Source: an optimization exercise on an open RTL-to-GDS flow (aim: small area, a short achievable clock period and few clock cycles per item). Production flows keep margins and buffers that such runs may drop. In this exercise RTL edits were held to simulation tests only and were not proved equivalent to the original.

==> design.v <==
package md_pkg;
  localparam logic [1:0] OP_DIV   = 2'b11;
  localparam logic [1:0] OP_DIVU  = 2'b10;
  localparam logic [1:0] OP_MULT  = 2'b01;
  localparam logic [1:0] OP_MULTU = 2'b00;
  localparam int MUL_LAT_DEF = 5;
  typedef enum logic [1:0] {
    ST_IDLE  = 2'd0,
    ST_MUL   = 2'd1,
    ST_DNORM = 2'd2,
    ST_DIV   = 2'd3
  } md_state_e;
endpackage
module div_iter (
  input  logic [31:0] rem_in,
  input  logic [31:0] quo_in,
  input  logic [31:0] divisor,
  output logic [31:0] rem_out,
  output logic [31:0] quo_out
);
  logic [32:0] p1, d1, p2, d2;
  logic [31:0] r1;
  logic        q1, q2;
  always_comb begin
    p1 = {rem_in, quo_in[31]};
    d1 = p1 - {1'b0, divisor};
    q1 = !d1[32];
    r1 = q1 ? d1[31:0] : p1[31:0];
    p2 = {r1, quo_in[30]};
    d2 = p2 - {1'b0, divisor};
    q2 = !d2[32];
    rem_out = q2 ? d2[31:0] : p2[31:0];
    quo_out = {quo_in[29:0], q1, q2};
  end
endmodule
module mult_div_unit #(
  parameter int MUL_LAT = md_pkg::MUL_LAT_DEF
) (
  input  logic        clk,
  input  logic        rst_n,
  input  logic        start,
  input  logic        hilo,
  input  logic        we,
  input  logic [1:0]  op,
  input  logic        madd,
  input  logic [31:0] src_a,
  input  logic [31:0] src_b,
  output logic        busy,
  output logic [31:0] hi,
  output logic [31:0] lo,
  output logic [31:0] rd_data
);
  localparam int W = 44;    
  md_pkg::md_state_e state_q, state_d;
  logic [31:0] hi_q, hi_d, lo_q, lo_d;
  logic [31:0] a_q, a_d;         
  logic [35:0] u_q, u_d;         
  logic [3:0]  cnt_q, cnt_d;
  logic        sgn_q, sgn_d;
  logic        madd_q, madd_d;
  logic        corr_q, corr_d;
  logic        pb_q, pb_d;
  logic        qneg_q, qneg_d;
  logic        rneg_q, rneg_d;
  function automatic logic [5:0] clz32(input logic [31:0] x);
    logic [15:0] z1;  logic [15:0] c1;         
    logic [7:0]  z2;  logic [15:0] c2;         
    logic [3:0]  z3;  logic [11:0] c3;         
    logic [1:0]  z4;  logic [7:0]  c4;         
    for (int g = 0; g < 16; g++) begin
      z1[g] = ~(x[2*g+1] | x[2*g]);
      c1[g] = ~x[2*g+1];
    end
    for (int g = 0; g < 8; g++) begin
      z2[g] = z1[2*g+1] & z1[2*g];
      c2[2*g +: 2] = z1[2*g+1] ? {1'b1, c1[2*g]} : {1'b0, c1[2*g+1]};
    end
    for (int g = 0; g < 4; g++) begin
      z3[g] = z2[2*g+1] & z2[2*g];
      c3[3*g +: 3] = z2[2*g+1] ? {1'b1, c2[4*g +: 2]} : {1'b0, c2[4*g+2 +: 2]};
    end
    for (int g = 0; g < 2; g++) begin
      z4[g] = z3[2*g+1] & z3[2*g];
      c4[4*g +: 4] = z3[2*g+1] ? {1'b1, c3[6*g +: 3]} : {1'b0, c3[6*g+3 +: 3]};
    end
    clz32 = (z4[1] & z4[0]) ? 6'd32 :
            z4[1] ? {2'b01, c4[3:0]} : {2'b00, c4[7:4]};
  endfunction
  logic [32:0]  a_ext;
  logic [8:0]   bx;
  logic [W-1:0] pp [4];
  logic [3:0]   bneg;
  logic [7:0]   chb, corrb;
  logic [8:0]   cadd;
  logic [W-1:0] op0, op1, op2, op3, op4, op5;
  logic [W-1:0] s1, c1, s2, c2, s3, c3, s4, c4;
  logic [W-1:0] vsum;
  assign a_ext = {sgn_q & a_q[31], a_q};
  assign bx    = {lo_q[7:0], pb_q};
  always_comb begin
    for (int j = 0; j < 4; j++) begin
      logic x2, x1, x0, one, two;
      logic [W-1:0] mag;
      x2 = bx[2*j+2];
      x1 = bx[2*j+1];
      x0 = bx[2*j];
      bneg[j] = x2 & ~(x1 & x0);
      one     = x1 ^ x0;
      two     = (x2 & ~x1 & ~x0) | (~x2 & x1 & x0);
      mag     = one ? {{(W-33){a_ext[32]}}, a_ext} :
                two ? {{(W-34){a_ext[32]}}, a_ext, 1'b0} : '0;
      pp[j]   = (mag ^ {W{bneg[j]}}) << (2*j);
    end
  end
  always_comb begin
    case (cnt_q[1:0])
      2'd0:    begin chb = hi_q[7:0];   corrb = a_q[7:0];   end
      2'd1:    begin chb = hi_q[15:8];  corrb = a_q[15:8];  end
      2'd2:    begin chb = hi_q[23:16]; corrb = a_q[23:16]; end
      default: begin chb = hi_q[31:24]; corrb = a_q[31:24]; end
    endcase
    if (!madd_q) chb = 8'd0;
    if (!corr_q) corrb = 8'd0;
  end
  assign cadd = {1'b0, chb} + {1'b0, corrb};
  assign op0 = {{(W-36){u_q[35]}}, u_q};
  assign op1 = pp[0];
  assign op2 = pp[1] | W'(bneg[0]);
  assign op3 = pp[2] | (W'(bneg[1]) << 2);
  assign op4 = pp[3] | (W'(bneg[2]) << 4);
  assign op5 = (W'(cadd) << 32) | (W'(bneg[3]) << 6);
  assign s1 = op0 ^ op1 ^ op2;
  assign c1 = ((op0 & op1) | (op0 & op2) | (op1 & op2)) << 1;
  assign s2 = op3 ^ op4 ^ op5;
  assign c2 = ((op3 & op4) | (op3 & op5) | (op4 & op5)) << 1;
  assign s3 = s1 ^ c1 ^ s2;
  assign c3 = ((s1 & c1) | (s1 & s2) | (c1 & s2)) << 1;
  assign s4 = s3 ^ c3 ^ c2;
  assign c4 = ((s3 & c3) | (s3 & c2) | (c3 & c2)) << 1;
  assign vsum = s4 + c4;
  logic [31:0] ma, mb;
  logic [5:0]  za, zb;
  logic [6:0]  nq, nq2;
  logic [4:0]  ksh;
  logic [63:0] nsh;
  logic [31:0] dv_rem, dv_quo;
  assign ma  = (sgn_q && a_q[31]) ? -a_q : a_q;
  assign mb  = (sgn_q && u_q[31]) ? -u_q[31:0] : u_q[31:0];
  assign za  = clz32(ma);
  assign zb  = clz32(mb);
  assign nq  = 7'(zb) - 7'(za) + 7'd1;           
  assign nq2 = nq + 7'(nq[0]);                   
  assign ksh = 5'(7'd32 - nq2);
  assign nsh = {32'd0, ma} << ksh;
  div_iter u_div_iter (
    .rem_in  (u_q[31:0]),
    .quo_in  (lo_q),
    .divisor (a_q),
    .rem_out (dv_rem),
    .quo_out (dv_quo)
  );
  always_comb begin
    state_d = state_q;
    hi_d    = hi_q;
    lo_d    = lo_q;
    a_d     = a_q;
    u_d     = u_q;
    cnt_d   = cnt_q;
    sgn_d   = sgn_q;
    madd_d  = madd_q;
    corr_d  = corr_q;
    pb_d    = pb_q;
    qneg_d  = qneg_q;
    rneg_d  = rneg_q;
    case (state_q)
      md_pkg::ST_IDLE: begin
        if (start) begin
          sgn_d = op[0];
          if (!op[1]) begin
            state_d = md_pkg::ST_MUL;
            a_d     = src_a;
            u_d     = madd ? {4'd0, lo_q} : 36'd0;
            lo_d    = src_b;
            cnt_d   = 4'd0;
            madd_d  = madd;
            corr_d  = !op[0] && src_b[31];
            pb_d    = 1'b0;
          end else if (src_b != 32'd0) begin
            state_d = md_pkg::ST_DNORM;
            a_d     = src_a;
            u_d     = {4'd0, src_b};
            qneg_d  = op[0] && (src_a[31] ^ src_b[31]);
            rneg_d  = op[0] && src_a[31];
          end
        end else if (we) begin
          if (hilo) lo_d = src_a;
          else      hi_d = src_a;
        end
      end
      md_pkg::ST_MUL: begin
        u_d  = vsum[W-1:8];
        lo_d = {vsum[7:0], lo_q[31:8]};
        pb_d = lo_q[7];
        cnt_d = cnt_q + 4'd1;
        if (cnt_q[1:0] == 2'd3) begin
          hi_d    = vsum[39:8];
          state_d = md_pkg::ST_IDLE;
        end
      end
      md_pkg::ST_DNORM: begin
        if (nq[6] || nq == 7'd0) begin
          hi_d    = a_q;
          lo_d    = 32'd0;
          state_d = md_pkg::ST_IDLE;
        end else begin
          a_d     = mb;
          u_d     = {4'd0, nsh[63:32]};
          lo_d    = nsh[31:0];
          cnt_d   = 4'(nq2[5:1] - 5'd1);
          state_d = md_pkg::ST_DIV;
        end
      end
      md_pkg::ST_DIV: begin
        u_d   = {4'd0, dv_rem};
        lo_d  = dv_quo;
        cnt_d = cnt_q - 4'd1;
        if (cnt_q == 4'd0) begin
          hi_d    = rneg_q ? -dv_rem : dv_rem;
          lo_d    = qneg_q ? -dv_quo : dv_quo;
          state_d = md_pkg::ST_IDLE;
        end
      end
      default: state_d = md_pkg::ST_IDLE;
    endcase
  end
  always_ff @(posedge clk or negedge rst_n) begin
    if (!rst_n) begin
      state_q <= md_pkg::ST_IDLE;
      hi_q    <= 32'd0;
      lo_q    <= 32'd0;
    end else begin
      state_q <= state_d;
      hi_q    <= hi_d;
      lo_q    <= lo_d;
    end
  end
  always_ff @(posedge clk) begin
    a_q    <= a_d;
    u_q    <= u_d;
    cnt_q  <= cnt_d;
    sgn_q  <= sgn_d;
    madd_q <= madd_d;
    corr_q <= corr_d;
    pb_q   <= pb_d;
    qneg_q <= qneg_d;
    rneg_q <= rneg_d;
  end
  assign busy    = (state_q != md_pkg::ST_IDLE);
  assign hi      = hi_q;
  assign lo      = lo_q;
  assign rd_data = hilo ? lo_q : hi_q;
endmodule
==> run.sh <==
#!/bin/bash
# synth_recipe.tcl (not shown) runs the flow's synth.tcl, then flattens the netlist and writes it again
# the make line also repeats each setting of config.mk as NAME=value (left out here)
make -C /OpenROAD-flow-scripts/flow DESIGN_CONFIG=/design/flow/config.mk WORK_HOME=/design/flow/orfs CLKGATE_MAP_FILE= SYNTH_SCRIPT=/design/flow/synth_recipe.tcl finish
==> config.mk <==
export PLATFORM = sky130hd
export DESIGN_NAME = mult_div_unit
export DESIGN_NICKNAME = mult_div_unit
export VERILOG_FILES = /design/flow/design.v
export SDC_FILE = /design/flow/constraint.sdc
export NUM_CORES = 4
export LEC_CHECK = 0
export ABC_CLOCK_PERIOD_IN_PS = 6000
export CAP_MARGIN = 20
export CORE_MARGIN = 2
export CORE_UTILIZATION = 40
export SETUP_SLACK_MARGIN = 5
export SLEW_MARGIN = 20
==> constraint.sdc <==
create_clock -name core_clock -period 13.0 [get_ports {clk}]
set_input_delay 2.6000 -clock core_clock [delete_from_list [all_inputs] [get_ports {clk}]]
set_output_delay 2.6000 -clock core_clock [all_outputs]
set_load 0.01 [all_outputs]
==> results of run 1 <==
[cell type report]
cell class / instances / area share [%]
diodes: 9 / 0.06979
clock buffers: 23 / 1.516
clock inverters: 9 / 0.3218
inverters: 284 / 3.377
multi-input cells: 2940 / 69.59
flip-flops and latches: 144 / 12.41
well taps: 940 / 3.645
repair buffers: 321 / 9.053
repair inverters: 1 / 0.01551
[placed cells by master (no fill, tap or decap), types with 60 or more instances in the layout]
master	instances
a21oi_1	269
a21o_1	67
buf_4	137
fa_1	124
xor2_1	160
dfrtp_1	60
nand2_1	280
mux2i_1	237
nor2_1	387
xnor2_1	185
ha_1	168
clkdlybuf4s50_1	166
o21ai_0	221
edfxtp_1	78
inv_1	276
[final timing paths]
check	from	to	cells after the start	slack, ns
worst max-delay path	u_q[10]	lo_q[29]	23	4.95
worst min-delay path	hi_q[1]	hi_q[1]	1	0.62
worst max register to register	u_q[10]	lo_q[29]	23	4.95
worst min register to register	hi_q[1]	hi_q[1]	1	0.62
max in group asynchronous	rst_n	state_q[0]	2	9.66
min in group asynchronous	rst_n	lo_q[19]	1	2.01
[metal layers]
layer	up-vias	wire length [µm]
li1	12980	-
met1	14550	58440
met2	2096	62650
met3	519	17200
met4	4	13530
met5	-	26
[metrics by stage]
| stage | area, µm² |
|---|---|
| after CTS | 31650 |
| after floorplan | 28010 |
| after global placement | 30720 |
| final | 32270 |
| after global routing | 32250 |
| after detailed placement | 30720 |
[timing repair]
| item | CTS | global route |
|---|---|---|
| gates resized for setup | 32 | 56 |
| cloned | 1 | 0 |
| endpoints found under the setup margin | 122 | 112 |
| setup buffers | 22 | 44 |
| pin swaps | 9 | 12 |
[state kept, by name, summed over array words and instances (netlist names)]
| name | flops |
|---|---|
| a_q | 32 |
| lo_q | 32 |
| corr_q | 1 |
| sgn_q | 1 |
| hi_q | 32 |
| cnt_q | 4 |
| rneg_q | 1 |
| madd_q | 1 |
| u_q | 36 |
| state_q | 2 |
| qneg_q | 1 |
| pb_q | 1 |
[cell families after synthesis]
kind of cell	after synthesis	share of synthesized area [%]
and+or+nand+nor	1024	16.66
AOI/OAI and AO/OA	954	22.01
buffers and inverters	522	7.069
xor gates and xnor gates	357	11.35
muxes	307	11.97
adders and majority gates	298	16.67
DFF	144	14.26
==> impl_metrics.json, run 1 <==
{
  "outcome": "finished clean",
  "cts_tree": "built",
  "synth-edff-count": 78,
  "synth_most_common_cell": "nor2_1",
  "grt_pass1_vias": 28440,
  "yosysWarnings": 3,
  "cp.arrival_ns": 8.46,
  "core_area_mm2": 0.06966,
  "antenna_found_initial": 9,
  "synth_cells": 3606,
  "tightestPinTransition_ns": 1.113,
  "synth_area_mm2": 0.02800,
  "final_layout_size_suffix_gt1_share_pct": 9.807,
  "rsz0062_at_grt": "yes",
  "synthDistinctLibCells": 97,
  "numCtsBuffers": 17,
  "synth_largest_area_cell": "fa_1",
  "die_area_mm2": 0.07213,
  "async_flop_share_pct": 45.83,
  "clk_transition_reported_paths_ns": 0.07,
  "grt_first_pass_wirelength_um": 211500,
  "cts_root_buf": "clkbuf_16",
  "h-tree-depth": 4,
  "use_met2_pct": 59.93,
  "worstSetupEndpointType": "register",
  "cp_max_fo": 42,
  "path_common_cell": "ha_1",
  "fin_ws_ns": 4.955,
  "clk_latency_ns": 0.48,
  "slowest_delay_ns": 0.99,
  "grtUsageMet3_pct": 11.13,
  "clock_skew_ns": 0.01084,
  "globalRouteMet1Util_pct": 52.70,
  "relSlewSlack_pct": 25.59,
  "num_rows": 97,
  "fin_util_pct": 46.32,
  "path_buf_inv": 3,
  "hold_class": "reg -> reg",
  "clock_path_buffers": 2,
  "viasPerCell": 6.453,
  "synth-main-ff-cell": "edfxtp_1",
  "drc": 0,
  "path_class": "reg -> reg",
  "dr.pass1.iters": 10,
  "ys_ff_latch": 144,
  "grt_overflow": 0,
  "register_area_mm2": 0.004004,
  "grt_max_degree": 64,
  "numPlacedInstances": 4560,
  "yosysSeqAreaShare_pct": 14.26,
  "num_vias": 30140,
  "start_util_pct": 40.19,
  "synth_common_cells": "nor2_1 (392), inv_1 (281), nand2_1 (281), a21oi_1 (274), mux2i_1 (238)",
  "io-pin-count": 169,
  "period_share_pct": 61.89,
  "cp.required_ns": 13.42,
  "critPathLaunchType": "register",
  "postRouteAntennaNets": 0,
  "crit_chain": "or2_1 -> or3_1 -> nor4_1 -> buf_4 -> and3_1 -> a21oi_1 -> xnor2_2 -> nand3_1 -> nand4b_1 -> nand2b_2 -> nand2b_1 -> o22a_1 -> ha_1 -> inv_1 -> ha_1 -> fa_2 -> xnor2_2 -> ha_1 -> clkbuf_8 -> o32ai_1 -> o21ai_0 -> o21ai_0 -> o32a_1",
  "portBuffers": 168,
  "wirelength_um": 151900,
  "holdWs_ns": 0.6151,
  "cts_hold_buf": 0,
  "final-setup-viol-count": 0,
  "layout_min_cycle_time_ns": 8.045,
  "hold_viol": 0,
  "dp_hpwl_um": 117300,
  "busiest_layer": "met2",
  "die_y_um": 268.6,
  "syn-num-nets": 3976,
  "syn2layout_area_growth_pct": 15.26,
  "die_x_um": 268.6,
  "synth_top_area_share_pct": 8.937,
  "syn-mean-instance-area_um2": 7.765,
  "path_delay_family": "simple AND/OR/NAND/NOR gates",
  "fin_nets": 4079,
  "slowest_stage": "o32ai_1",
  "max_freq_mhz": 124.3,
  "ys_top_cells_by_area": "fa_1 (8.9%), mux2i_1 (8.5%), edfxtp_1 (8.4%)",
  "instances_no_fill": 4671,
  "dp_slack_ns": 3.469,
  "fillers": 7131,
  "cap_violations": 0,
  "multi_input_area_mm2": 0.02246,
  "wl_per_cell_um": 32.51,
  "fin_tns_setup_ns": 0,
  "cts.sinks": 144,
  "gp_congestion": 1.076,
  "grtUsageTotal_pct": 41.33,
  "maxSlewViolCount": 0,
  "drtIter0Drc": 4248
}
Testbench counts, summed over its fixed seeds: cycles 8,290, ops 1,920.
==> run 2: changes to the inputs <==
--- a/config.mk
+++ b/config.mk
@@ -9,5 +9,4 @@
 export CAP_MARGIN = 20
 export CORE_MARGIN = 2
 export CORE_UTILIZATION = 40
-export SETUP_SLACK_MARGIN = 5
 export SLEW_MARGIN = 20
==> run 2 against run 1 <==
  * Non-clock buffer count fell by 66
  * Sequential cell count is the same
  * Critical path depth up 7
  * Register-to-register slack got worse by 2.1 ns
  * Die area unchanged
  * Utilization decreased by 1.3 points
  * Routed wire length decreased by 0.11%
  * Still clean
  * Global-route usage rose by 0.11 points
  * Critical endpoint is now hi_q[30]
  * Maximum frequency decreased by 21%
  * Via count down 0.96%
==> impl_metrics.json, run 2 <==
{
  "fillers": 7214,
  "antenna_found_initial": 8,
  "cp.arrival_ns": 10.53,
  "ys_top_cells_by_area": "fa_1 (8.9%), mux2i_1 (8.5%), edfxtp_1 (8.4%)",
  "clk_transition_reported_paths_ns": 0.08,
  "viasPerCell": 6.488,
  "outcome": "finished clean",
  "core_area_mm2": 0.06966,
  "synth_cells": 3606,
  "relSlewSlack_pct": 18.67,
  "die_y_um": 268.6,
  "fin_tns_setup_ns": 0,
  "multi_input_area_mm2": 0.02219,
  "ctsResizeCount": 0,
  "cts_tree": "built",
  "wirelength_um": 151700,
  "cap_violations": 0,
  "drc": 0,
  "worstSetupEndpointType": "register",
  "cts_hold_buf": 0,
  "slowest_stage": "edfxtp_1",
  "hold_viol": 0,
  "gp_congestion": 1.096,
  "numCtsBuffers": 17,
  "yosysSeqAreaShare_pct": 14.26,
  "grt_overflow": 0,
  "layout_commonest_cell": "nor2_1",
  "grt_pass1_vias": 28300,
  "grt_first_pass_wirelength_um": 211300,
  "syn-mean-instance-area_um2": 7.765,
  "die_x_um": 268.6,
  "layout_min_cycle_time_ns": 10.13,
  "yosysWarnings": 3,
  "final_cell_mix": "nor2_1 (389), inv_1 (280), nand2_1 (280)",
  "critPathLaunchType": "register",
  "postRouteAntennaNets": 0,
  "largest_reg_flops": 36,
  "syn-num-nets": 3976,
  "synth-main-ff-cell": "edfxtp_1",
  "portBuffers": 168,
  "synth_largest_area_cell": "fa_1",
  "tightestPinTransition_ns": 1.209,
  "path_class": "reg -> reg",
  "holdWs_ns": 0.6316,
  "synth_common_cells": "nor2_1 (392), inv_1 (281), nand2_1 (281), a21oi_1 (274), mux2i_1 (238)",
  "top_register": "u_q",
  "grt_max_degree": 74,
  "cts.sinks": 144,
  "maxSlewViolCount": 0,
  "h-tree-depth": 4,
  "cp_max_fo": 42,
  "synthDistinctLibCells": 97,
  "dr.pass1.iters": 8,
  "clock_path_buffers": 2,
  "die_area_mm2": 0.07213,
  "synth_most_common_cell": "nor2_1",
  "dp_hpwl_um": 120300,
  "ys_ff_latch": 144,
  "rsz0062_at_grt": "no",
  "num_rows": 97,
  "period_share_pct": 77.94,
  "synth-edff-count": 78,
  "drtIter0Drc": 4212,
  "syn2layout_area_growth_pct": 11.94,
  "final-setup-viol-count": 0,
  "start_util_pct": 40.19,
  "cts_root_buf": "clkbuf_16",
  "max_freq_mhz": 98.70,
  "num_vias": 29850,
  "grtUsageTotal_pct": 41.44,
  "synth_top_area_share_pct": 8.937,
  "clk_latency_ns": 0.51,
  "cp.required_ns": 13.40,
  "fin_nets": 4012,
  "async_flop_share_pct": 45.83,
  "clock_skew_ns": 0.01921,
  "wl_per_cell_um": 32.97,
  "final_layout_size_suffix_gt1_share_pct": 6.949,
  "register_area_mm2": 0.003999,
  "io-pin-count": 169,
  "slowest_delay_ns": 0.82,
  "hold_class": "reg -> reg",
  "synth_area_mm2": 0.02800,
  "cts_setup_buffers": 0
}
-- run 2: kinds of logic after synthesis --
logic type                 synth area share, %
buffers and inverters                    7.069
adders and majority gates                16.67
AOI/OAI and AO/OA                        22.01
and+or+nand+nor                          16.66
DFF                                      14.26
muxes                                    11.97
xor gates and xnor gates                 11.35
-- run 2: per-layer routing --
metal | GRT usage (%) | wire, µm | vias to the layer above
li1 | - | - | 12840
met5 | 0 | 16 | -
met2 | 59.52 | 62080 | 2112
met1 | 53.41 | 59280 | 14380
met4 | 30.95 | 13540 | 4
met3 | 10.53 | 16770 | 516
-- run 2: critical path, delay by kind of cell (launching register included) --
family                     cells  cell delay, ns
muxes                          2            0.89
and+or+nand+nor                4            1.55
AOI/OAI and AO/OA             12            3.47
buffers and inverters          6            1.43
adders and majority gates      4            1.53
xor gates and xnor gates       2            0.31
DFF                            1            0.82
-- run 2: path summary, 6_finish.rpt --
| check | slack [ns] | startpoint | to | depth (start not counted) |
|---|---|---|---|---|
| worst max register to register | 2.87 | a_q[0] | hi_q[30] | 30 |
| max in group asynchronous | 9.74 | rst_n | hi_q[20] | 2 |
| worst min register to register | 0.63 | hi_q[1] | hi_q[1] | 1 |
| worst min-delay path | 0.63 | hi_q[1] | hi_q[1] | 1 |
| worst max-delay path | 2.87 | a_q[0] | hi_q[30] | 30 |
| min in group asynchronous | 2.01 | rst_n | lo_q[7] | 1 |
-- run 2: metrics by stage --
| step | cell area (µm²) | setup WS (ns) | util, % | cells |
|---|---|---|---|---|
| after floorplan | 28000 | 4.705 | - | 3606 |
| after CTS | 31320 | 3.152 | 44.96 | 4594 |
| after global routing | 31330 | 2.291 | 44.97 | 4596 |
| after detailed placement | 30740 | 3.165 | 44.13 | 4562 |
| final | 31340 | 2.868 | 44.99 | 4601 |
| after global placement | 30740 | 3.380 | 44.13 | 4562 |
-- run 2: final cells by class --
type / count / share of cell area (%)
diodes: 6 / 0.04791
clock buffers: 18 / 1.369
clock inverters: 14 / 0.4671
inverters: 284 / 3.401
multi-input cells: 2940 / 70.79
flip-flops and latches: 144 / 12.76
well taps: 940 / 3.753
repair buffers: 255 / 7.417
==> run 3: changes to the inputs <==
--- a/config.mk
+++ b/config.mk
@@ -5,7 +5,6 @@
 export SDC_FILE = /design/flow/constraint.sdc
 export NUM_CORES = 4
 export LEC_CHECK = 0
-export ABC_CLOCK_PERIOD_IN_PS = 6000
 export CAP_MARGIN = 20
 export CORE_MARGIN = 2
 export CORE_UTILIZATION = 40
==> run 3 against run 2 <==
  * Via count stayed put
  * Critical path type unchanged
  * Still clean
  * Critical path depth stayed put
  * Critical endpoint unchanged
  * Maximum frequency stayed put
  * Synthesized cell count stayed put
==> impl_metrics.json, run 3 <==
{
  "synth-edff-count": 78,
  "synth_area_mm2": 0.02800,
  "portBuffers": 168,
  "cts_tree": "built",
  "fin_nets": 4012,
  "clock_path_buffers": 2,
  "ys_ff_latch": 144,
  "tightestPinTransition_ns": 1.209,
  "postRouteAntennaNets": 0,
  "grtUsageTotal_pct": 41.44,
  "grt_first_pass_wirelength_um": 211300,
  "busiest_layer": "met2",
  "start_util_pct": 40.19,
  "r2r_setup_slack_ns": 2.87,
  "antenna_found_initial": 8,
  "synth_top_area_share_pct": 8.937,
  "cts.sinks": 144,
  "num_vias": 29850,
  "layout_commonest_cell": "nor2_1",
  "synth-main-ff-cell": "edfxtp_1",
  "cp_max_fo": 42,
  "wirelength_um": 151700,
  "final_cell_mix": "nor2_1 (389), inv_1 (280), nand2_1 (280)",
  "outcome": "finished clean",
  "synth_most_common_cell": "nor2_1",
  "yosysSeqAreaShare_pct": 14.26,
  "fillers": 7214,
  "top_register": "u_q",
  "viasPerCell": 6.488,
  "rsz0062_at_grt": "no",
  "numCtsBuffers": 17,
  "cp.arrival_ns": 10.53,
  "finalInstanceArea_mm2": 0.03134,
  "maxSlewViolCount": 0,
  "h-tree-depth": 4,
  "die_y_um": 268.6,
  "hold_class": "reg -> reg",
  "core_area_mm2": 0.06966,
  "die_area_mm2": 0.07213,
  "hold_viol": 0,
  "globalRouteMet1Util_pct": 53.41,
  "fin_tns_setup_ns": 0,
  "final_layout_size_suffix_gt1_share_pct": 6.949,
  "clock_skew_ns": 0.01921,
  "yosysWarnings": 3,
  "cts_setup_buffers": 0,
  "io-pin-count": 169,
  "slowest_delay_ns": 0.82,
  "slowest_stage": "edfxtp_1",
  "numPlacedInstances": 4562,
  "final-setup-viol-count": 0,
  "place_area_mm2": 0.03074,
  "use_met2_pct": 59.52,
  "cp.required_ns": 13.40,
  "cts_hold_buf": 0,
  "worstSetupEndpointType": "register",
  "cts_root_buf": "clkbuf_16",
  "wl_per_cell_um": 32.97,
  "gp_congestion": 1.096,
  "grt_overflow": 0,
  "num_rows": 97,
  "critPathLaunchType": "register",
  "dp_hpwl_um": 120300,
  "drc": 0,
  "relSlewSlack_pct": 18.67,
  "clk_transition_reported_paths_ns": 0.08,
  "ctsResizeCount": 0,
  "syn-num-nets": 3976,
  "ys_top_cells_by_area": "fa_1 (8.9%), mux2i_1 (8.5%), edfxtp_1 (8.4%)",
  "synth_largest_area_cell": "fa_1",
  "synth_common_cells": "nor2_1 (392), inv_1 (281), nand2_1 (281), a21oi_1 (274), mux2i_1 (238)",
  "cap_violations": 0,
  "grtUsageMet3_pct": 10.53,
  "async_flop_share_pct": 45.83,
  "syn-mean-instance-area_um2": 7.765,
  "die_x_um": 268.6,
  "period_share_pct": 77.94,
  "largest_reg_flops": 36,
  "max_freq_mhz": 98.70,
  "grt_max_degree": 74,
  "drtIter0Drc": 4212,
  "clk_latency_ns": 0.51,
  "synthDistinctLibCells": 97,
  "grt_pass1_vias": 28300,
  "dr.pass1.iters": 8,
  "layout_min_cycle_time_ns": 10.13,
  "path_class": "reg -> reg",
  "syn2layout_area_growth_pct": 11.94,
  "synth_cells": 3606,
  "instances_no_fill": 4601
}
## run 3: cell counts after synthesis
No cell type changed its count.
## run 3: cells by family after synthesis
group | after synthesis | synth area share [%]
muxes | 307 | 11.97
adders and majority gates | 298 | 16.67
DFF | 144 | 14.26
AOI/OAI and AO/OA | 954 | 22.01
and+or+nand+nor | 1024 | 16.66
buffers and inverters | 522 | 7.069
xor gates and xnor gates | 357 | 11.35
## run 3: final timing paths
kind / startpoint / endpoint / depth (start not counted)
worst max-delay path: a_q[0] / hi_q[30] / 30
worst min-delay path: hi_q[1] / hi_q[1] / 1
max in group asynchronous: rst_n / hi_q[20] / 2
worst min register to register: hi_q[1] / hi_q[1] / 1
min in group asynchronous: rst_n / lo_q[7] / 1
worst max register to register: a_q[0] / hi_q[30] / 30
## run 3: metrics by stage
step	worst slack, ns	utilization (%)	hold slack, ns
2_1_floorplan	4.705	-	0.5426
3_3_place_gp	3.380	44.13	0.5802
3_5_place_dp	3.165	44.13	0.5835
4_1_cts	3.152	44.96	0.6015
5_1_grt	2.291	44.97	0.6380
6_report	2.868	44.99	0.6316
## run 3: layer usage
layer,wire (µm),vias up
li1,-,12840
met1,59280,14380
met2,62080,2112
met3,16770,516
met4,13540,4
met5,16,-
## run 3: area by class of cell
type                    instances  area, µm²  share of cell area, %
well taps                     940       1176                  3.753
multi-input cells            2940      22190                  70.79
inverters                     284       1066                  3.401
clock buffers                  18      429.2                  1.369
repair buffers                255       2325                  7.417
diodes                          6      15.01                0.04791
flip-flops and latches        144       3999                  12.76
clock inverters                14      146.4                 0.4671
## run 3: worst max-delay path: cells and delay by family, from the launching register on
kind,cells,cell delay (ns)
AO/OA/AOI/OAI,12,3.47
multiplexers,2,0.89
AND/OR/NAND/NOR,4,1.55
XOR/XNOR,2,0.31
adder cells (fa/ha/maj),4,1.53
buffers and inverters,6,1.43
flip-flops,1,0.82
==> run 4: changes to the inputs <==
--- a/design.v
+++ b/design.v
@@ -4,11 +4,12 @@
   localparam logic [1:0] OP_MULT  = 2'b01;
   localparam logic [1:0] OP_MULTU = 2'b00;
   localparam int MUL_LAT_DEF = 5;
-  typedef enum logic [1:0] {
-    ST_IDLE  = 2'd0,
-    ST_MUL   = 2'd1,
-    ST_DNORM = 2'd2,
-    ST_DIV   = 2'd3
+  typedef enum logic [2:0] {
+    ST_IDLE  = 3'd0,
+    ST_MUL   = 3'd1,
+    ST_DNORM = 3'd2,
+    ST_DIV   = 3'd3,
+    ST_FIX   = 3'd4
   } md_state_e;
 endpackage
 module div_iter (
@@ -144,14 +145,14 @@
   logic [4:0]  ksh;
   logic [63:0] nsh;
   logic [31:0] dv_rem, dv_quo;
-  assign ma  = (sgn_q && a_q[31]) ? -a_q : a_q;
-  assign mb  = (sgn_q && u_q[31]) ? -u_q[31:0] : u_q[31:0];
-  assign za  = clz32(ma);
-  assign zb  = clz32(mb);
+  assign ma  = (op[0] && src_a[31]) ? -src_a : src_a;
+  assign mb  = (op[0] && src_b[31]) ? -src_b : src_b;
+  assign za  = clz32(a_q);
+  assign zb  = clz32(u_q[31:0]);
   assign nq  = 7'(zb) - 7'(za) + 7'd1;           
   assign nq2 = nq + 7'(nq[0]);                   
   assign ksh = 5'(7'd32 - nq2);
-  assign nsh = {32'd0, ma} << ksh;
+  assign nsh = {32'd0, a_q} << ksh;
   div_iter u_div_iter (
     .rem_in  (u_q[31:0]),
     .quo_in  (lo_q),
@@ -187,8 +188,9 @@
             pb_d    = 1'b0;
           end else if (src_b != 32'd0) begin
             state_d = md_pkg::ST_DNORM;
-            a_d     = src_a;
-            u_d     = {4'd0, src_b};
+            a_d     = ma;
+            u_d     = {4'd0, mb};
+            hi_d    = src_a;
             qneg_d  = op[0] && (src_a[31] ^ src_b[31]);
             rneg_d  = op[0] && src_a[31];
           end
@@ -209,11 +211,10 @@
       end
       md_pkg::ST_DNORM: begin
         if (nq[6] || nq == 7'd0) begin
-          hi_d    = a_q;
           lo_d    = 32'd0;
           state_d = md_pkg::ST_IDLE;
         end else begin
-          a_d     = mb;
+          a_d     = u_q[31:0];
           u_d     = {4'd0, nsh[63:32]};
           lo_d    = nsh[31:0];
           cnt_d   = 4'(nq2[5:1] - 5'd1);
@@ -225,10 +226,18 @@
         lo_d  = dv_quo;
         cnt_d = cnt_q - 4'd1;
         if (cnt_q == 4'd0) begin
-          hi_d    = rneg_q ? -dv_rem : dv_rem;
-          lo_d    = qneg_q ? -dv_quo : dv_quo;
-          state_d = md_pkg::ST_IDLE;
-        end
+          if (rneg_q || qneg_q) begin
+            state_d = md_pkg::ST_FIX;
+          end else begin
+            hi_d    = dv_rem;
+            state_d = md_pkg::ST_IDLE;
+          end
+        end
+      end
+      md_pkg::ST_FIX: begin
+        hi_d    = rneg_q ? -u_q[31:0] : u_q[31:0];
+        lo_d    = qneg_q ? -lo_q : lo_q;
+        state_d = md_pkg::ST_IDLE;
       end
       default: state_d = md_pkg::ST_IDLE;
     endcase
--- a/config.mk
+++ b/config.mk
@@ -8,4 +8,5 @@
 export CAP_MARGIN = 20
 export CORE_MARGIN = 2
 export CORE_UTILIZATION = 40
+export SETUP_SLACK_MARGIN = 5
 export SLEW_MARGIN = 20
==> run 4 against run 3 <==
  * Cell count decreased by 3.3%
  * First-iteration DRC count shrank 2.8%
  * Routed wire length is 8.7% lower
  * Hold slack lost 0.069 ns
  * Global-route usage shrank 2.7 points
  * Synthesized area down 3.1%
  * Critical path depth fell by 7
  * Register-to-register slack improved by 2.2 ns
  * Clock skew rose by 0.0066 ns
  * Largest cell class unchanged
  * Highest routed layer unchanged
==> impl_metrics.json, run 4 <==
{
  "outcome": "finished clean",
  "grt_first_pass_wirelength_um": 197100,
  "wl_per_cell_um": 31.11,
  "multi_input_area_mm2": 0.02130,
  "clock_path_buffers": 2,
  "synthDistinctLibCells": 85,
  "final_layout_size_suffix_gt1_share_pct": 6.819,
  "holdWs_ns": 0.5629,
  "grt_pass1_vias": 26900,
  "synth_cells": 3537,
  "hold_class": "reg -> reg",
  "drtIter0Drc": 4095,
  "wirelength_um": 138500,
  "syn-mean-instance-area_um2": 7.672,
  "rsz0062_at_grt": "no",
  "numCtsBuffers": 17,
  "portBuffers": 168,
  "synth_area_mm2": 0.02714,
  "cts_hold_buf": 0,
  "drc": 0,
  "relSlewSlack_pct": 24.18,
  "synth_largest_area_cell": "fa_1",
  "cp_max_fo": 47,
  "synth-edff-count": 78,
  "num_vias": 28870,
  "cts_tree": "built",
  "n_antenna_cell": 0,
  "viasPerCell": 6.487,
  "synth_top_area_share_pct": 9.221,
  "yosysSeqAreaShare_pct": 14.81,
  "cts_root_buf": "clkbuf_16",
  "tightestPinTransition_ns": 1.109,
  "r2r_setup_slack_ns": 5.03,
  "clk_transition_reported_paths_ns": 0.09,
  "hold_viol": 0,
  "ys_top_cells_by_area": "fa_1 (9.2%), edfxtp_1 (8.6%), ha_1 (8.1%)",
  "clk_latency_ns": 0.52,
  "layout_commonest_cell": "nand2_1",
  "critPathLaunchType": "register",
  "synth-main-ff-cell": "edfxtp_1",
  "worstSetupEndpointType": "register",
  "final_cell_mix": "nand2_1 (328), nor2_1 (321), inv_1 (286)",
  "largest_reg_flops": 36,
  "die_x_um": 264.5,
  "final-setup-viol-count": 0,
  "core_area_mm2": 0.06716,
  "cp.required_ns": 13.45,
  "antenna_found_initial": 3,
  "fillers": 6828,
  "ys_ff_latch": 145,
  "h-tree-depth": 4,
  "cap_violations": 0,
  "synth_most_common_cell": "nand2_1",
  "dr.pass1.iters": 6,
  "cts.sinks": 145,
  "period_share_pct": 61.31,
  "cp.arrival_ns": 8.42,
  "fin_util_pct": 45.39,
  "die_y_um": 264.5,
  "start_util_pct": 40.41,
  "die_area_mm2": 0.06994,
  "layout_min_cycle_time_ns": 7.970,
  "grt_overflow": 0,
  "path_class": "reg -> reg",
  "fin_nets": 3937,
  "maxSlewViolCount": 0,
  "instances_no_fill": 4451,
  "io-pin-count": 169,
  "top_register": "u_q",
  "syn-num-nets": 3909,
  "gp_congestion": 1.043,
  "yosysWarnings": 3,
  "syn2layout_area_growth_pct": 12.34,
  "synth_common_cells": "nand2_1 (329), nor2_1 (326), inv_1 (286), o21ai_0 (277), a21oi_1 (236)",
  "max_freq_mhz": 125.5,
  "numPlacedInstances": 4398,
  "grtUsageTotal_pct": 38.79,
  "dp_hpwl_um": 108800,
  "num_rows": 95,
  "grt_max_degree": 67,
  "register_area_mm2": 0.004024,
  "async_flop_share_pct": 46.21,
  "postRouteAntennaNets": 0,
  "fin_tns_setup_ns": 0,
  "clock_skew_ns": 0.02579
}
-- run 4: changes by cell type after synthesis, moves of 17 or more --
cell	previous run	this run
clkbuf_1	200	233
nand3_1	60	43
buf_1	26	8
a211oi_1	22	40
a222oi_1	25	1
nor2_1	392	326
o21ai_0	226	277
mux2i_1	238	150
a221oi_1	13	43
nand2_1	281	329
o31ai_1	12	45
a21oi_1	274	236
-- run 4: kinds of logic after synthesis --
logic type	Yosys count	synth area share (%)
buf+inv	538	7.515
flops	145	14.81
fa+ha+maj	300	17.29
compound gates	999	23.41
simple gates	985	16.41
mux	214	9.018
xor+xnor	356	11.55
-- run 4: metal layers --
layer,global-route usage [%],routed length [µm],part of all wire [%],up-vias
li1,-,-,-,12560
met1,51.67,55040,40,13950
met2,56.18,57260,41,1976
met3,10.38,16410,12,376
met4,22.90,9731,7.0,4
met5,0,32,0.023,-
-- run 4: worst max-delay path, cell delays in order (launching register included) --
cell and delay, ns:
edfxtp_1 0.76, nor2_1 0.27, nand3_1 0.30, nor2_1 0.54
o31ai_1 0.21, o311ai_0 0.35, o21ai_0 0.47, ha_1 0.41
inv_1 0.04, ha_1 0.32, ha_1 0.31, buf_4 0.53
inv_1 0.14, ha_2 0.70, buf_4 0.55, nand2_1 0.09
o21ai_0 0.16, nor2_1 0.07, a31oi_1 0.52, mux2i_1 0.18
nor2_1 0.11, o21ai_0 0.28, a221oi_1 0.43, a21o_1 0.12
-- run 4: area by class of cell --
class                           instances  area share [%]
Sequential cell                       145           13.20
Timing Repair Buffer                  261           7.814
Clock inverter                         15          0.6238
Clock buffer                           17           1.395
Tap cell                              873           3.583
Multi-Input combinational cell       2854           69.86
Inverter                              286           3.521
-- run 4: repair_timing --
action | 4_1_cts | 5_1_grt
endpoints found under the setup margin | 18 | 35
gates resized for setup | 1 | 14
pin swaps | 0 | 0
buffers inserted | 2 | 18
-- run 4: final timing paths --
check | start | endpoint | depth (start not counted)
min in group asynchronous | rst_n | lo_q[8] | 1
worst max-delay path | a_q[14] | lo_q[17] | 23
worst min-delay path | hi_q[3] | hi_q[3] | 2
max in group asynchronous | rst_n | lo_q[0] | 2
worst min register to register | hi_q[3] | hi_q[3] | 2
worst max register to register | a_q[14] | lo_q[17] | 23
-- run 4: through the flow --
step / worst slack [ns] / cell area (µm²)
finish: 5.030 / 30490
global route: 5.002 / 30490
CTS: 5.007 / 30290
detailed placement: 4.764 / 29650
global placement: 4.874 / 29650
floorplan: 6.350 / 27140
Testbench counts of run 4, summed over its fixed seeds: cycles 8,390, ops 1,920.
==> run 5: changes to the inputs <==
--- a/design.v
+++ b/design.v
@@ -51,7 +51,7 @@
   output logic [31:0] lo,
   output logic [31:0] rd_data
 );
-  localparam int W = 44;    
+  localparam int W = 52;    
   md_pkg::md_state_e state_q, state_d;
   logic [31:0] hi_q, hi_d, lo_q, lo_d;
   logic [31:0] a_q, a_d;         
@@ -87,58 +87,59 @@
     clz32 = (z4[1] & z4[0]) ? 6'd32 :
             z4[1] ? {2'b01, c4[3:0]} : {2'b00, c4[7:4]};
   endfunction
+  localparam logic [W-1:0] MK = W'(-(64'd1 << 35) - (64'd1 << 33) - (64'd1 << 35) - (64'd1 << 37)
+                                   - (64'd1 << 39) - (64'd1 << 41) - (64'd1 << 43) - (64'd1 << 45)
+                                   - (64'd1 << 47));
   logic [32:0]  a_ext;
-  logic [8:0]   bx;
-  logic [W-1:0] pp [4];
-  logic [3:0]   bneg;
-  logic [7:0]   chb, corrb;
-  logic [8:0]   cadd;
-  logic [W-1:0] op0, op1, op2, op3, op4, op5;
-  logic [W-1:0] s1, c1, s2, c2, s3, c3, s4, c4;
+  logic [16:0]  bx;
+  logic [W-1:0] pp [8];
+  logic [7:0]   bneg;
+  logic [15:0]  chh, corrh;
+  logic [16:0]  cadd;
+  logic [W-1:0] opu, opi;
+  logic [W-1:0] l1s [4], l1c [4];
+  logic [W-1:0] l2s [2], l2c [2];
+  logic [W-1:0] l3s [2], l3c [2];
+  logic [W-1:0] l4s, l4c, l5s, l5c;
   logic [W-1:0] vsum;
+  function automatic logic [2*W-1:0] csa(input logic [W-1:0] x, input logic [W-1:0] y,
+                                         input logic [W-1:0] z);
+    csa = {((x & y) | (x & z) | (y & z)) << 1, x ^ y ^ z};
+  endfunction
   assign a_ext = {sgn_q & a_q[31], a_q};
-  assign bx    = {lo_q[7:0], pb_q};
+  assign bx    = {lo_q[15:0], pb_q};
   always_comb begin
-    for (int j = 0; j < 4; j++) begin
+    for (int j = 0; j < 8; j++) begin
       logic x2, x1, x0, one, two;
-      logic [W-1:0] mag;
+      logic [33:0] mag, r;
       x2 = bx[2*j+2];
       x1 = bx[2*j+1];
       x0 = bx[2*j];
       bneg[j] = x2 & ~(x1 & x0);
       one     = x1 ^ x0;
       two     = (x2 & ~x1 & ~x0) | (~x2 & x1 & x0);
-      mag     = one ? {{(W-33){a_ext[32]}}, a_ext} :
-                two ? {{(W-34){a_ext[32]}}, a_ext, 1'b0} : '0;
-      pp[j]   = (mag ^ {W{bneg[j]}}) << (2*j);
-    end
-  end
-  always_comb begin
-    case (cnt_q[1:0])
-      2'd0:    begin chb = hi_q[7:0];   corrb = a_q[7:0];   end
-      2'd1:    begin chb = hi_q[15:8];  corrb = a_q[15:8];  end
-      2'd2:    begin chb = hi_q[23:16]; corrb = a_q[23:16]; end
-      default: begin chb = hi_q[31:24]; corrb = a_q[31:24]; end
-    endcase
-    if (!madd_q) chb = 8'd0;
-    if (!corr_q) corrb = 8'd0;
-  end
-  assign cadd = {1'b0, chb} + {1'b0, corrb};
-  assign op0 = {{(W-36){u_q[35]}}, u_q};
-  assign op1 = pp[0];
-  assign op2 = pp[1] | W'(bneg[0]);
-  assign op3 = pp[2] | (W'(bneg[1]) << 2);
-  assign op4 = pp[3] | (W'(bneg[2]) << 4);
-  assign op5 = (W'(cadd) << 32) | (W'(bneg[3]) << 6);
-  assign s1 = op0 ^ op1 ^ op2;
-  assign c1 = ((op0 & op1) | (op0 & op2) | (op1 & op2)) << 1;
-  assign s2 = op3 ^ op4 ^ op5;
-  assign c2 = ((op3 & op4) | (op3 & op5) | (op4 & op5)) << 1;
-  assign s3 = s1 ^ c1 ^ s2;
-  assign c3 = ((s1 & c1) | (s1 & s2) | (c1 & s2)) << 1;
-  assign s4 = s3 ^ c3 ^ c2;
-  assign c4 = ((s3 & c3) | (s3 & c2) | (c3 & c2)) << 1;
-  assign vsum = s4 + c4;
+      mag     = one ? {a_ext[32], a_ext} : two ? {a_ext, 1'b0} : '0;
+      r       = mag ^ {34{bneg[j]}};
+      pp[j]   = W'({~r[33], r[32:0]}) << (2*j);
+      if (j > 0) pp[j] = pp[j] | (W'(bneg[j-1]) << (2*j-2));
+    end
+  end
+  assign chh   = (!madd_q) ? 16'd0 : cnt_q[0] ? hi_q[31:16] : hi_q[15:0];
+  assign corrh = (!corr_q) ? 16'd0 : cnt_q[0] ? a_q[31:16]  : a_q[15:0];
+  assign cadd  = {1'b0, chh} + {1'b0, corrh};
+  assign opu = W'({~u_q[35], u_q[34:0]});
+  assign opi = (W'(cadd) << 32) | (W'(bneg[7]) << 14);
+  assign {l1c[0], l1s[0]} = csa(opu,   pp[0], pp[1]);
+  assign {l1c[1], l1s[1]} = csa(pp[2], pp[3], pp[4]);
+  assign {l1c[2], l1s[2]} = csa(pp[5], pp[6], pp[7]);
+  assign {l1c[3], l1s[3]} = csa(opi,   MK,    '0);
+  assign {l2c[0], l2s[0]} = csa(l1s[0], l1c[0], l1s[1]);
+  assign {l2c[1], l2s[1]} = csa(l1c[1], l1s[2], l1c[2]);
+  assign {l3c[0], l3s[0]} = csa(l2s[0], l2c[0], l2s[1]);
+  assign {l3c[1], l3s[1]} = csa(l2c[1], l1s[3], l1c[3]);
+  assign {l4c, l4s}       = csa(l3s[0], l3c[0], l3s[1]);
+  assign {l5c, l5s}       = csa(l4s, l4c, l3c[1]);
+  assign vsum = l5s + l5c;
   logic [31:0] ma, mb;
   logic [5:0]  za, zb;
   logic [6:0]  nq, nq2;
@@ -200,12 +201,12 @@
         end
       end
       md_pkg::ST_MUL: begin
-        u_d  = vsum[W-1:8];
-        lo_d = {vsum[7:0], lo_q[31:8]};
-        pb_d = lo_q[7];
+        u_d  = vsum[W-1:16];
+        lo_d = {vsum[15:0], lo_q[31:16]};
+        pb_d = lo_q[15];
         cnt_d = cnt_q + 4'd1;
-        if (cnt_q[1:0] == 2'd3) begin
-          hi_d    = vsum[39:8];
+        if (cnt_q[0]) begin
+          hi_d    = vsum[47:16];
           state_d = md_pkg::ST_IDLE;
         end
       end
==> run 5 against run 4 <==
  * Hold slack worse by 0.049 ns
  * Highest routed layer unchanged
  * Synthesized area up 30%
  * Non-clock buffer count up 108
  * Largest cell class unchanged
==> impl_metrics.json, run 5 <==
{
  "outcome": "finished clean",
  "clk_latency_ns": 0.51,
  "synth_largest_area_cell": "fa_1",
  "hold_viol": 0,
  "max_freq_mhz": 127.4,
  "dr.pass1.iters": 6,
  "drtIter0Drc": 4579,
  "num_rows": 109,
  "fillers": 8867,
  "layout_min_cycle_time_ns": 7.850,
  "tightestPinTransition_ns": 1.039,
  "cts_tree": "built",
  "slowest_stage": "dfrtp_4",
  "cts_root_buf": "clkbuf_16",
  "cp_max_fo": 17,
  "start_util_pct": 40.21,
  "cp.required_ns": 13.23,
  "drc": 0,
  "async_flop_share_pct": 46.21,
  "place_area_mm2": 0.03822,
  "clk_transition_reported_paths_ns": 0.09,
  "core_area_mm2": 0.08797,
  "cp.arrival_ns": 8.08,
  "rr_worst_depth": 25,
  "globalRouteMet1Util_pct": 48.32,
  "cts.sinks": 145,
  "wl_per_cell_um": 31.71,
  "fin_nets": 5155,
  "slowest_delay_ns": 0.56,
  "syn-mean-instance-area_um2": 7.771,
  "synthDistinctLibCells": 85,
  "hold_class": "reg -> reg",
  "portBuffers": 168,
  "worstSetupEndpointType": "register",
  "final_layout_size_suffix_gt1_share_pct": 9.448,
  "ys_ff_latch": 145,
  "grt_max_degree": 69,
  "grt_pass1_vias": 34460,
  "relSlewSlack_pct": 30.25,
  "synth_cells": 4552,
  "path_delay_family": "adder cells",
  "grtUsageMet3_pct": 12.47,
  "synth-edff-count": 78,
  "die_x_um": 301.4,
  "synth_area_mm2": 0.03537,
  "fin_util_pct": 45.94,
  "hold_depth": 2,
  "path_depth": 25,
  "gp_congestion": 1.069,
  "maxSlewViolCount": 0,
  "syn-num-nets": 5116,
  "ys_top_cells_by_area": "fa_1 (14%), mux2i_1 (9.1%), ha_1 (8.6%)",
  "clock_skew_ns": 0.02333,
  "path_common_cell": "fa_1",
  "dp_hpwl_um": 132000,
  "final_cell_mix": "nor2_1 (436), inv_1 (421), nand2_1 (351)",
  "die_area_mm2": 0.09083,
  "critPathLaunchType": "register",
  "layout_commonest_cell": "nor2_1",
  "synth-main-ff-cell": "edfxtp_1",
  "grtUsageTotal_pct": 38.74,
  "wirelength_um": 183100,
  "final-setup-viol-count": 0,
  "syn2layout_area_growth_pct": 14.25,
  "postRouteAntennaNets": 0,
  "antenna_found_initial": 8,
  "yosysWarnings": 9,
  "grt_overflow": 0,
  "grt_first_pass_wirelength_um": 252100,
  "path_buf_inv": 6,
  "die_y_um": 301.4,
  "largest_reg_flops": 36,
  "yosysSeqAreaShare_pct": 11.36,
  "num_vias": 36630,
  "path_class": "reg -> reg",
  "synth_common_cells": "nor2_1 (441), inv_1 (430), nand2_1 (352), mux2i_1 (323), o21ai_0 (311)",
  "viasPerCell": 6.345,
  "use_met2_pct": 56.92,
  "io-pin-count": 169,
  "synth_most_common_cell": "nor2_1",
  "synth_top_area_share_pct": 14.15,
  "cap_violations": 0,
  "rsz0062_at_grt": "no",
  "finalInstanceArea_mm2": 0.04041,
  "clock_path_buffers": 2,
  "h-tree-depth": 4,
  "top_register": "u_q",
  "period_share_pct": 60.38,
  "fin_tns_setup_ns": 0,
  "busiest_layer": "met2",
  "numCtsBuffers": 17
}
-- run 5: cell types whose count changed after synthesis, moves of 23 or more --
| cell | before | now |
|---|---|---|
| a21oi_1 | 236 | 271 |
| a221oi_1 | 43 | 18 |
| buf_1 | 8 | 49 |
| clkbuf_1 | 233 | 290 |
| fa_1 | 125 | 250 |
| ha_1 | 175 | 242 |
| inv_1 | 286 | 430 |
| mux2i_1 | 150 | 323 |
| nand2_1 | 329 | 352 |
| nor2_1 | 326 | 441 |
| nor2b_1 | 25 | 48 |
| o21ai_0 | 277 | 311 |
| xnor2_1 | 195 | 292 |
| xor2_1 | 159 | 198 |
-- run 5: cell families (layout without fill, tap and decap cells) --
group                    after synthesis  after routing  synth area share [%]
AO/OA/AOI/OAI                       1061           1061                 18.84
XOR/XNOR                             491            491                 12.21
adder cells (fa/ha/maj)              492            492                 22.71
buffers and inverters                782            834                 8.394
flip-flops                           145            145                 11.36
multiplexers                         390            390                 11.32
other                                  0              4                     0
AND/OR/NAND/NOR                     1191           1191                 15.17
-- run 5: final timing paths --
kind | slack [ns] | endpoint | startpoint
min in group asynchronous | 2.05 | lo_q[20] | rst_n
max in group asynchronous | 9.80 | lo_q[11] | rst_n
hold / removal | 0.51 | lo_q[25] | lo_q[25]
setup / recovery | 5.15 | u_q[30] | lo_q[12]
setup reg to reg | 5.15 | u_q[30] | lo_q[12]
hold reg to reg | 0.51 | lo_q[25] | lo_q[25]
-- run 5: metrics by stage --
step / setup slack (ns) / hold WS, ns / cells
finish: 5.150 / 0.5138 / 5773
global route: 4.995 / 0.5748 / 5769
CTS: 4.937 / 0.5257 / 5699
detailed placement: 3.601 / 0.5050 / 5651
global placement: 3.588 / 0.4975 / 5651
floorplan: 5.423 / 0.5044 / 4552
-- run 5: final cells by class --
| type | count | area (µm²) | share of cell area, % |
|---|---|---|---|
| Inverter | 433 | 1648 | 4.078 |
| Antenna cell | 4 | 10.01 | 0.02477 |
| Tap cell | 1165 | 1458 | 3.607 |
| Multi-Input combinational cell | 3625 | 28940 | 71.60 |
| Clock buffer | 17 | 425.4 | 1.053 |
| Timing Repair Buffer | 369 | 3724 | 9.214 |
| Sequential cell | 145 | 4046 | 10.01 |
| Clock inverter | 15 | 165.2 | 0.4087 |
-- run 5: tightest hold or removal path, cell delays in order (launching register included) --
cell and delay, ns:
dfrtp_1 0.37, nand2_1 0.05, o21ai_0 0.06
-- run 5: timing repair --
item / 4_1_cts / 5_1_grt
cloned: 5 / 9
gates resized for setup: 65 / 90
setup buffers: 11 / 61
hold buffers: 0 / 0
hold endpoints to repair: 0 / 0
endpoints found under the setup margin: 61 / 59
pin swaps: 9 / 23
-- run 5: layer usage --
metal | vias up | part of all wire [%]
met4 | 6 | 8.5
met5 | - | 0.022
met3 | 687 | 12
met2 | 2553 | 41
met1 | 17700 | 38
li1 | 15690 | -
Testbench counts of run 5, summed over its fixed seeds: cycles 6,030, ops 1,920.
==> run 6: changes to the inputs <==
--- a/design.v
+++ b/design.v
@@ -4,12 +4,10 @@
   localparam logic [1:0] OP_MULT  = 2'b01;
   localparam logic [1:0] OP_MULTU = 2'b00;
   localparam int MUL_LAT_DEF = 5;
-  typedef enum logic [2:0] {
-    ST_IDLE  = 3'd0,
-    ST_MUL   = 3'd1,
-    ST_DNORM = 3'd2,
-    ST_DIV   = 3'd3,
-    ST_FIX   = 3'd4
+  typedef enum logic [1:0] {
+    ST_IDLE  = 2'd0,
+    ST_MUL   = 2'd1,
+    ST_DIV   = 2'd2
   } md_state_e;
 endpackage
 module div_iter (
@@ -148,12 +146,12 @@
   logic [31:0] dv_rem, dv_quo;
   assign ma  = (op[0] && src_a[31]) ? -src_a : src_a;
   assign mb  = (op[0] && src_b[31]) ? -src_b : src_b;
-  assign za  = clz32(a_q);
-  assign zb  = clz32(u_q[31:0]);
+  assign za  = clz32(ma);
+  assign zb  = clz32(mb);
   assign nq  = 7'(zb) - 7'(za) + 7'd1;           
   assign nq2 = nq + 7'(nq[0]);                   
   assign ksh = 5'(7'd32 - nq2);
-  assign nsh = {32'd0, a_q} << ksh;
+  assign nsh = {32'd0, ma} << ksh;
   div_iter u_div_iter (
     .rem_in  (u_q[31:0]),
     .quo_in  (lo_q),
@@ -188,12 +186,18 @@
             corr_d  = !op[0] && src_b[31];
             pb_d    = 1'b0;
           end else if (src_b != 32'd0) begin
-            state_d = md_pkg::ST_DNORM;
-            a_d     = ma;
-            u_d     = {4'd0, mb};
-            hi_d    = src_a;
-            qneg_d  = op[0] && (src_a[31] ^ src_b[31]);
-            rneg_d  = op[0] && src_a[31];
+            if (nq[6] || nq == 7'd0) begin
+              hi_d    = src_a;
+              lo_d    = 32'd0;
+            end else begin
+              state_d = md_pkg::ST_DIV;
+              a_d     = mb;
+              u_d     = {4'd0, nsh[63:32]};
+              lo_d    = nsh[31:0];
+              cnt_d   = 4'(nq2[5:1] - 5'd1);
+              qneg_d  = op[0] && (src_a[31] ^ src_b[31]);
+              rneg_d  = op[0] && src_a[31];
+            end
           end
         end else if (we) begin
           if (hilo) lo_d = src_a;
@@ -210,35 +214,15 @@
           state_d = md_pkg::ST_IDLE;
         end
       end
-      md_pkg::ST_DNORM: begin
-        if (nq[6] || nq == 7'd0) begin
-          lo_d    = 32'd0;
-          state_d = md_pkg::ST_IDLE;
-        end else begin
-          a_d     = u_q[31:0];
-          u_d     = {4'd0, nsh[63:32]};
-          lo_d    = nsh[31:0];
-          cnt_d   = 4'(nq2[5:1] - 5'd1);
-          state_d = md_pkg::ST_DIV;
-        end
-      end
       md_pkg::ST_DIV: begin
         u_d   = {4'd0, dv_rem};
         lo_d  = dv_quo;
         cnt_d = cnt_q - 4'd1;
         if (cnt_q == 4'd0) begin
-          if (rneg_q || qneg_q) begin
-            state_d = md_pkg::ST_FIX;
-          end else begin
-            hi_d    = dv_rem;
-            state_d = md_pkg::ST_IDLE;
-          end
+          hi_d    = rneg_q ? -dv_rem : dv_rem;
+          lo_d    = qneg_q ? -dv_quo : dv_quo;
+          state_d = md_pkg::ST_IDLE;
         end
-      end
-      md_pkg::ST_FIX: begin
-        hi_d    = rneg_q ? -u_q[31:0] : u_q[31:0];
-        lo_d    = qneg_q ? -lo_q : lo_q;
-        state_d = md_pkg::ST_IDLE;
       end
       default: state_d = md_pkg::ST_IDLE;
     endcase
==> run 6 against run 5 <==
  * Still clean on timing, DRC and antenna
  * Non-clock buffer count rose by 310
  * Maximum frequency down 8.8%
  * Clock skew grew 0.0070 ns
  * Sequential share of layout area decreased by 1.5 points
  * Routed wire length increased by 7.3%
  * Synthesized cell count grew 2.7%
  * Setup slack worse by 0.76 ns
  * Critical path type is now in -> reg
==> impl_metrics.json, run 6 <==
{
  "grtUsageTotal_pct": 39.88,
  "layout_commonest_cell": "nor2_1",
  "yosysSeqAreaShare_pct": 11.09,
  "synth_cells": 4676,
  "largest_reg_flops": 36,
  "syn2layout_area_growth_pct": 31.11,
  "hold_depth": 1,
  "antenna_found_initial": 18,
  "fillers": 8411,
  "synthDistinctLibCells": 90,
  "clk_latency_ns": 0.51,
  "async_flop_share_pct": 45.83,
  "numCtsBuffers": 17,
  "worstHoldStart": "state_q[1]",
  "dr.pass1.iters": 7,
  "hold_class": "reg -> reg",
  "core_area_mm2": 0.08960,
  "cp.required_ns": 13.25,
  "tightestPinTransition_ns": 1.305,
  "cts_tree": "built",
  "synth_common_cells": "nor2_1 (509), inv_1 (462), nand2_1 (362), a21oi_1 (326), mux2i_1 (319)",
  "rsz0062_at_grt": "yes",
  "cts_root_buf": "clkbuf_16",
  "outcome": "finished clean",
  "clock_skew_ns": 0.03033,
  "worstSetupEndpointType": "register",
  "layout_min_cycle_time_ns": 8.607,
  "die_x_um": 304.1,
  "final_layout_size_suffix_gt1_share_pct": 22.19,
  "fin_ws_ns": 4.393,
  "synth-main-ff-cell": "edfxtp_1",
  "ys_ff_latch": 144,
  "synth_top_area_share_pct": 13.90,
  "wl_per_cell_um": 31.52,
  "die_y_um": 304.1,
  "final_cell_mix": "nor2_1 (481), inv_1 (443), buf_4 (339)",
  "die_area_mm2": 0.09245,
  "postRouteAntennaNets": 0,
  "cp.arrival_ns": 8.86,
  "grt_overflow": 0,
  "clock_path_buffers": 2,
  "fin_nets": 5602,
  "critPathLaunchType": "input port",
  "worstHoldEndpoint": "state_q[1]",
  "fin_tns_setup_ns": 0,
  "grt_pass1_vias": 36610,
  "num_rows": 110,
  "relSlewSlack_pct": 12.32,
  "gp_congestion": 1.045,
  "ys_top_cells_by_area": "fa_1 (14%), mux2i_1 (8.9%), ha_1 (8.5%)",
  "start_util_pct": 40.19,
  "portBuffers": 168,
  "viasPerCell": 6.331,
  "io-pin-count": 169,
  "h-tree-depth": 4,
  "clk_transition_reported_paths_ns": 0.08,
  "dp_slack_ns": 1.901,
  "hold_viol": 0,
  "syn-num-nets": 5243,
  "synth_most_common_cell": "nor2_1",
  "yosysWarnings": 9,
  "grt_max_degree": 74,
  "wirelength_um": 196400,
  "period_share_pct": 66.21,
  "maxSlewViolCount": 0,
  "num_vias": 39440,
  "syn-mean-instance-area_um2": 7.702,
  "cts_hold_buf": 0,
  "cp_max_fo": 5,
  "drtIter0Drc": 4994,
  "dp_hpwl_um": 137900,
  "synth_area_mm2": 0.03601,
  "top_register": "u_q",
  "r2r-start": "lo_q[31]",
  "max_freq_mhz": 116.2,
  "path_class": "in -> reg",
  "synth-edff-count": 78,
  "rr_worst_depth": 41,
  "r2r_end": "lo_q[18]",
  "synth_largest_area_cell": "fa_1",
  "grt_first_pass_wirelength_um": 267200,
  "cts.sinks": 144,
  "final-setup-viol-count": 0,
  "drc": 0,
  "cap_violations": 0,
  "r2r_setup_slack_ns": 4.50
}
==> run 6: changes by cell type after synthesis, moves of 14 or more <==
cell      before  now
a221oi_1      18   42
a21oi_1      271  326
nor2_1       441  509
o21ai_1        1   16
o21ai_0      311  233
o211ai_1      34   16
xnor2_1      292  274
xor2_1       198  213
o31ai_1       31   53
inv_1        430  462
or3_1         38   21
o22ai_1       32   18
==> run 6: how the worst max path moves through the flow <==
stage | from | to | slack, ns | cells after the start
5_1_grt | src_b[6] | lo_q[18] | 4.27 | 30
3_3_place_gp | src_a[12] | u_q[1] | 1.84 | 24
4_1_cts | src_b[3] | u_q[5] | 4.70 | 28
6_report | src_b[6] | u_q[5] | 4.39 | 27
2_1_floorplan | src_b[4] | u_q[5] | 4.53 | 25
3_5_place_dp | src_a[12] | u_q[1] | 1.90 | 24
==> run 6: repair_timing <==
action                                 4_1_cts  5_1_grt
endpoints found under the hold margin        0        0
pin swaps                                  131      156
gates cloned                                15       24
setup endpoints to repair                  180      177
buffers inserted                           211      156
gates resized for setup                    500      346
==> run 6: cell families after synthesis <==
kind of cell,count (synthesis),synth area share [%]
DFF,144,11.09
AOI/OAI and AO/OA,1061,18.68
buffers and inverters,807,8.484
muxes,382,11.06
xor gates and xnor gates,487,11.84
and+or+nand+nor,1300,16.43
adders and majority gates,495,22.41
==> run 6: final cells by class <==
class	count	area [µm²]	share of cell area (%)
clock inverter	14	138.9	0.2941
inverter	465	1784	3.779
sequential	144	4018	8.509
multi-input combinational	3728	32180	68.16
tap	1176	1471	3.116
clock buffer	18	439.2	0.9301
timing repair buffer	679	7167	15.18
antenna	6	15.01	0.03180
==> run 6: metrics by stage <==
stage	cell area, µm²	hold slack [ns]	cells	utilization [%]
global route	47210	0.6152	6225	52.69
CTS	43890	0.5878	6042	48.98
floorplan	36760	0.5267	4676	-
global placement	39210	0.5548	5784	43.76
finish	47220	0.5884	6230	52.70
detailed placement	39210	0.5633	5784	43.76
==> run 6: critical path: stages <==
cell and delay [ns]:
buf_12 0.10, or4_4 0.56, nor4_4 0.27, nand3b_1 0.14, or4_4 0.58, nor3_4 0.29, a31oi_1 0.14, xnor2_1 0.24
nand2_1 0.13, and3b_1 0.25, nand2_2 0.09, nand2b_4 0.18, o21a_4 0.24, ha_4 0.27, inv_4 0.03, ha_4 0.15
fa_2 0.62, xnor2_4 0.15, ha_4 0.26, buf_12 0.14, buf_6 0.11, mux2i_2 0.16, mux2i_2 0.35, mux2i_2 0.18
mux2_4 0.30, a221oi_2 0.24, nor2_1 0.07
==> run 6: metal layers <==
layer | vias up | track usage (%) | wire length (µm)
met4 | 14 | 29.26 | 20230
met3 | 823 | 10.15 | 23770
met2 | 2789 | 59.40 | 80360
met5 | - | 0 | 93
met1 | 19070 | 49.93 | 71930
li1 | 16750 | - | -
Testbench counts of run 6, summed over its fixed seeds: cycles 5,466, ops 1,920.

==> port drivers added, routing unchanged <==
The results above use ideal ports. As a check the final layouts listed here were re-extracted and re-timed, cells and wires unchanged. Step 1 sets driving cells, clkbuf_16 on the clock port and buf_2 on the other inputs (assumed; they add their load-dependent delay and slew). Step 2 times the ports against the registers' clock, not the clock port: input delays grow and output delays shrink by t, the midpoint of the rising clock arrivals with the driver on. a / b / c = ideal ports / drivers / drivers and shift; a / b = the first two.
run | t, ns | setup WS [ns] | hold slack, ns | clock arrival spread, ns | cell pins on the clock port's net
run 1 | 0.536 | 4.955 / 4.955 / 4.955 | 0.615 / 0.615 / 0.615 | 0.011 / 0.011 | 1
run 2 | 0.564 | 2.868 / 2.868 / 2.868 | 0.632 / 0.632 / 0.632 | 0.019 / 0.019 | 1
run 3 | 0.564 | 2.868 / 2.868 / 2.868 | 0.632 / 0.632 / 0.632 | 0.019 / 0.019 | 1
run 4 | 0.574 | 5.030 / 5.030 / 5.030 | 0.563 / 0.563 / 0.563 | 0.026 / 0.026 | 1
run 5 | 0.564 | 5.150 / 5.150 / 5.075 | 0.514 / 0.514 / 0.514 | 0.023 / 0.023 | 1
run 6 | 0.569 | 4.393 / 4.420 / 3.851 | 0.588 / 0.588 / 0.588 | 0.031 / 0.030 | 1
After both steps setup and hold are still met in every run listed. For run 6, which loses most, drivers alone change the setup slack by +0.027 ns; drivers and shift together by -0.542 ns.
